From an optimization exercise on the open Yosys and OpenROAD flow, aimed at small area; shortcuts taken in it are not production practice.
Only simulation tests tie the RTL to the original design; equivalence was not proved.
Power figures rest on the tool's default switching activity, not on a simulated workload.

// multi_pattern_blinker
module multi_pattern_blinker
#(
  parameter  int CHANNELS = 4,
  parameter  int PAT_W    = 32,
  parameter  int PRESC_W  = 20,
  localparam int CH_W     = (CHANNELS > 1) ? $clog2(CHANNELS) : 1,
  localparam int LEN_W    = blinker_pkg::len_w(PAT_W)
) (
  input  logic                i_clk,
  input  logic                i_rst,
  input  logic                i_cfg_valid,
  output logic                o_cfg_ready,
  input  logic [CH_W-1:0]     i_cfg_ch,
  input  logic [PAT_W-1:0]    i_cfg_pattern,
  input  logic [LEN_W-1:0]    i_cfg_len,
  input  logic [PRESC_W-1:0]  i_cfg_prescale,
  input  logic                i_cfg_oneshot,
  input  logic [CHANNELS-1:0] i_en,
  output logic [CHANNELS-1:0] o_out,
  output logic [CHANNELS-1:0] o_done
);
Size in the first run: roughly 1700 cells after synthesis, ~530 flip-flops, about 19000 µm² of cells after synthesis.
==> flow/config.mk <==
export PLATFORM = sky130hd
export DESIGN_NAME = multi_pattern_blinker
export DESIGN_NICKNAME = multi_pattern_blinker
export VERILOG_FILES = /design/flow/design.v
export SDC_FILE = /design/flow/constraint.sdc
export NUM_CORES = 4
export LEC_CHECK = 0
export CAP_MARGIN = 0
export CORE_MARGIN = 2
export CORE_UTILIZATION = 60
export CTS_BUF_LIST = sky130_fd_sc_hd__clkbuf_16
export CTS_CLUSTER_DIAMETER = 150
export CTS_CLUSTER_SIZE = 30
export SLEW_MARGIN = 0
==> flow/constraint.sdc <==
create_clock -name core_clock -period 10.0 [get_ports {i_clk}]
set_input_delay 2.0000 -clock core_clock [delete_from_list [all_inputs] [get_ports {i_clk}]]
set_output_delay 2.0000 -clock core_clock [all_outputs]
set_load 0.01 [all_outputs]
standard.sh (not shown) runs the stock make flow with config.mk's settings and CLKGATE_MAP_FILE= SYNTH_SCRIPT=/design/flow/synth_recipe.tcl, a recipe that flattens the netlist after the stock synthesis.
==> flow/flow/run.sh <==
#!/bin/bash
# Own flow: the standard layout (standard.sh) with these changes:
#  - Yosys's abc maps the combinational logic with an area-oriented script
#    (flow/abc_amap.script) instead of ORFS's default one;
#  - ORFS's adder extraction/mapping step is skipped (ADDER_MAP_FILE empty), so abc sees
#    the counters as plain logic;
#  - the port buffers are buf_1 cells.
# Registers, their names and cell types are untouched: dfflibmap and every other synthesis
# step are the standard ones (synth_recipe.tcl is sourced unchanged).
# Logs: flow_make.log (make's output) and ORFS's per-step logs under orfs/logs/.
set -euo pipefail
W=$(pwd)

cat > "$W/flow_synth.tcl" <<EOT
proc abc {args} {
  set i [lsearch -exact \$args -script]
  if { \$i >= 0 } { lset args [expr { \$i + 1 }] $W/flow/abc_amap.script }
  yosys abc {*}\$args
}
source $W/synth_recipe.tcl
EOT

sed "s#SYNTH_SCRIPT=[^ ]*#SYNTH_SCRIPT=$W/flow_synth.tcl#" standard.sh > "$W/flow_standard.sh"
grep -q "SYNTH_SCRIPT=$W/flow_synth.tcl" "$W/flow_standard.sh"

bash "$W/flow_standard.sh" BUFFER_PORTS_ARGS="-buffer_cell sky130_fd_sc_hd__buf_2" ADDER_MAP_FILE= finish \
  > "$W/flow_make.log" 2>&1
==> flow/flow/abc_amap.script <==
strash
dc2
strash
dch -f
amap
strash
dch -f
amap
topo
stime -c
==> next run, changes <==
--- a/flow/flow/run.sh
+++ b/flow/flow/run.sh
@@ -26 +26 @@
-bash "$W/flow_standard.sh" BUFFER_PORTS_ARGS="-buffer_cell sky130_fd_sc_hd__buf_2" ADDER_MAP_FILE= finish \
+bash "$W/flow_standard.sh" BUFFER_PORTS_ARGS="-buffer_cell sky130_fd_sc_hd__buf_1" ADDER_MAP_FILE= finish \
PLACE_DENSITY = 0.85   (was not set)
Outcome: The new run reached the layout checks and failed them: max-capacitance violations; cell area fell by 0.49%; core utilization fell by 0.33 points; first-iteration DRC count goes up by 47%; non-clock buffer count falls by 3.
==> next run, changes <==
CTS_CLUSTER_DIAMETER = 60   (was 150)
CTS_CLUSTER_SIZE = 32   (was 30)
PLACE_DENSITY = not set   (was 0.85)
The changed run produced a clean layout.
Total power climbs by 11%.
Cell area climbs by 3.2%.
Worst setup slack is better by 0.14 ns.
Non-clock buffer count climbs by 2.
Worst hold slack is worse by 0.0036 ns.
Clock power climbs by 54%.
First-iteration DRC count drops by 27%.
Sequential cell count does not change.
Core utilization climbs by 2.1 points.
Wire length climbs by 3.1%.
==> next run, changes <==
CTS_CLUSTER_DIAMETER = 150   (was 60)
CTS_CLUSTER_SIZE = 30   (was 32)
Setup slack degrades by 0.022 ns.
Via count falls slightly.
Sequential power is about the same.
Sequential cell count stays the same.
Clock power went down by a quarter to a third.
Register-to-register slack gets worse by 0.02 ns.
Core utilization drops by 2.1 points.
Non-clock buffer count stays the same.
Maximum frequency went down slightly.
Routed wire length drops slightly.

## separate check: timing with driven ports
Ports are ideal in the flow. The routed layouts listed here were re-timed in OpenROAD. Step 1 (the two cells are an assumption about what drives the block):
set clk [get_ports {i_clk}]
set_driving_cell -lib_cell sky130_fd_sc_hd__clkbuf_16 $clk
set_driving_cell -lib_cell sky130_fd_sc_hd__buf_2 [delete_from_list [all_inputs] $clk]
Step 2 moves the port delays by t, midway between the first and last clock arrival at a register: inputs arrive t later, outputs are due t later. That takes back most of the time a late clock gives input paths. Slacks: ideal ports / drivers / drivers and shift; pairs: ideal ports / drivers.
| run | shift t [ns] | setup WS [ns] | worst setup path after step 2 |
|---|---|---|---|
| the first run | 0.596 | 3.630 / 3.630 / 3.630 | register to register |
| the second run | 0.603 | 3.527 / 3.527 / 3.527 | register to register |
| the third run | 0.577 | 3.663 / 3.663 / 3.663 | register to register |
| the fourth run | 0.601 | 3.641 / 3.641 / 3.641 | register to register |
